From an optimization exercise on the open Yosys and OpenROAD flow, aimed at small area, a short achievable clock period and few clock cycles per item; shortcuts taken in it are not production practice.
In this exercise RTL edits were held to simulation tests only and were not proved equivalent to the original.

## run A
==> flow/design.v (excerpt) <==
module video_pad_crop_filter #(
  parameter int CHUNK_BITS         = 5,
  parameter int HACTIVE_BITS       = 11,
  parameter int VACTIVE_BITS       = 11,
  parameter int BITS_PER_PIXEL     = 16,
  parameter int REQ_FIFO_ADDR_BITS = HACTIVE_BITS - CHUNK_BITS,
  parameter int PIX_FIFO_ADDR_BITS = CHUNK_BITS + 1
) (
  input  logic                                        scalerClock,
  input  logic                                        reset,
  input  logic                                        bypass,
  input  logic [VACTIVE_BITS-1:0]                     padTopRows,
  input  logic [HACTIVE_BITS-CHUNK_BITS-1:0]          padLeftChunks,
  input  logic [VACTIVE_BITS-1:0]                     sourceRows,
  input  logic [HACTIVE_BITS-CHUNK_BITS-1:0]          sourceChunks,
  input  logic [BITS_PER_PIXEL-1:0]                   padColor,
  output logic                                        downstreamRequestFifoReadEnable,
  input  logic                                        downstreamRequestFifoEmpty,
  input  logic [VACTIVE_BITS+HACTIVE_BITS-CHUNK_BITS-1:0] downstreamRequestFifoReadData,
  output logic                                        downstreamResponseFifoWriteEnable,
  input  logic                                        downstreamResponseFifoFull,
  output logic [BITS_PER_PIXEL-1:0]                   downstreamResponseFifoWriteData,
  input  logic                                        upstreamRequestFifoReadEnable,
  output logic                                        upstreamRequestFifoEmpty,
  output logic [VACTIVE_BITS+HACTIVE_BITS-CHUNK_BITS-1:0] upstreamRequestFifoReadData,
  input  logic                                        upstreamResponseFifoWriteEnable,
  output logic                                        upstreamResponseFifoFull,
  input  logic [BITS_PER_PIXEL-1:0]                   upstreamResponseFifoWriteData
);
  localparam int CNB = HACTIVE_BITS - CHUNK_BITS;
  localparam int RB  = VACTIVE_BITS + CNB;
  localparam int QA  = REQ_FIFO_ADDR_BITS;
  localparam int BPP = BITS_PER_PIXEL;
  localparam int QN  = 2**QA;
  logic rst_q;
  always_ff @(posedge scalerClock) rst_q <= reset;
  ...
Size: roughly 2,500 flip-flops.
Settings: LEC_CHECK=0, CAP_MARGIN=20, CORE_MARGIN=2, CORE_UTILIZATION=40, CTS_CLUSTER_DIAMETER=100, CTS_CLUSTER_SIZE=30, SETUP_SLACK_MARGIN=2.5, SLEW_MARGIN=20; clock period 5.0 ns.
standard.sh (not shown) runs the stock make flow with config.mk's settings and CLKGATE_MAP_FILE= SYNTH_SCRIPT=/design/flow/synth_recipe.tcl, a recipe that flattens the netlist after the stock synthesis.
==> flow/flow/run.sh <==
#!/bin/bash
# Layout flow: the standard ORFS flow (standard.sh) with one change: the reset and
# upstreamResponseFifoFull ports, joined by a combinational path, are placed side by side.
set -euo pipefail
here=$(pwd)
bash standard.sh synth > synth.log 2>&1
bash standard.sh IO_CONSTRAINTS="$here/flow/io.tcl" finish > layout.log 2>&1
==> flow/flow/io.tcl <==
# reset -> upstreamResponseFifoFull is a combinational path: keep the two ports side by side
set_io_pin_constraint -group -order -pin_names {reset upstreamResponseFifoFull}
Per the final summary, run A finished and its layout is clean on timing, DRC and antenna.
Testbench counts of run A, summed over its fixed seeds: cycles 37,036, pixels 36,864.
Relative to run A, the following input files were edited for run B:
==> flow/run.sh (new file) <==
#!/bin/bash
# synth_recipe.tcl (not shown) runs the flow's synth.tcl, then flattens the netlist and writes it again
# the make line also repeats each setting of config.mk as NAME=value (left out here)
make -C /OpenROAD-flow-scripts/flow DESIGN_CONFIG=/design/flow/config.mk WORK_HOME=/design/flow/orfs CLKGATE_MAP_FILE= SYNTH_SCRIPT=/design/flow/synth_recipe.tcl finish
removed: flow/flow/run.sh
removed: flow/flow/io.tcl
removed: flow/standard.sh
==> summary.txt <==
Looking only at post-layout utilization of the core, and setting everything else aside, the lower value of run A and run B goes to run B. Diff run B..run A | final sum of negative setup slack | unchanged. NOTE: peak fanout along the critical path in run B falls short of that of run A. Multi-input logic area essentially unchanged between run B and run A. NOTE final area run A->run B decreased slightly. Taking run A as the reference, in run B worst reg2reg path depth roughly the same, number of non-clock buffers in the layout went down, final routed wirelength across all metal layers -about 0.7%. Run A went all the way through the flow, and no timing, DRC or antenna check failed. Run B was carried through to the last stage, and its layout satisfied the timing, design-rule and antenna checks.
Relative to run B, the following input files were edited for run C:
- changing CORE_UTILIZATION from 40 to 60
- setting PLACE_DENSITY to 0.72 for the first time
## What came out
Changes observed in run C relative to run B: detailed-router iteration count before antenna repair decreased by 1 relative to the old numbers, count of clock-buffer cells in the layout increased by 3.6% relative to the old numbers, setup slack after layout decreased by 93 ps relative to the old numbers, largest voltage drop on the vdd net decreased by 13% relative to the old numbers, row count decreased by 33 relative to the old numbers.
[run C vs run B] met2 wire length: lower in run C
NOTE: combined buffer and inverter count along the critical path in run C exceeds that of run B
Max global-route usage across run C and run B: run C
Die: run C smaller than run B

-- static timing again, ports no longer ideal --
Ports are ideal in the flow. The routed layouts listed here were re-timed in OpenROAD. Step 1 assumes that a clkbuf_16 drives the clock port and a buf_2 every other input. Step 2, shift: input delay + t, output delay - t, t = (earliest + latest rising clock arrival at the registers) / 2. This alone moves slack from input paths to output paths. Three values: no drivers, after step 1, after step 2; two values: the first two.
run	t, ns	setup WS [ns]	hold slack, ns	worst setup path after step 2
run A	0.900	2.404 / 2.305 / 1.752	0.417 / 0.365 / 0.417	input to register
run B	0.887	2.358 / 2.270 / 1.673	0.425 / 0.396 / 0.425	input to register
run C	0.845	2.265 / 2.265 / 1.754	0.375 / 0.319 / 0.430	input to register
After both steps every run listed still meets setup and hold. For run B, which loses most, drivers alone change the setup slack by -0.088 ns; drivers and shift together by -0.685 ns.
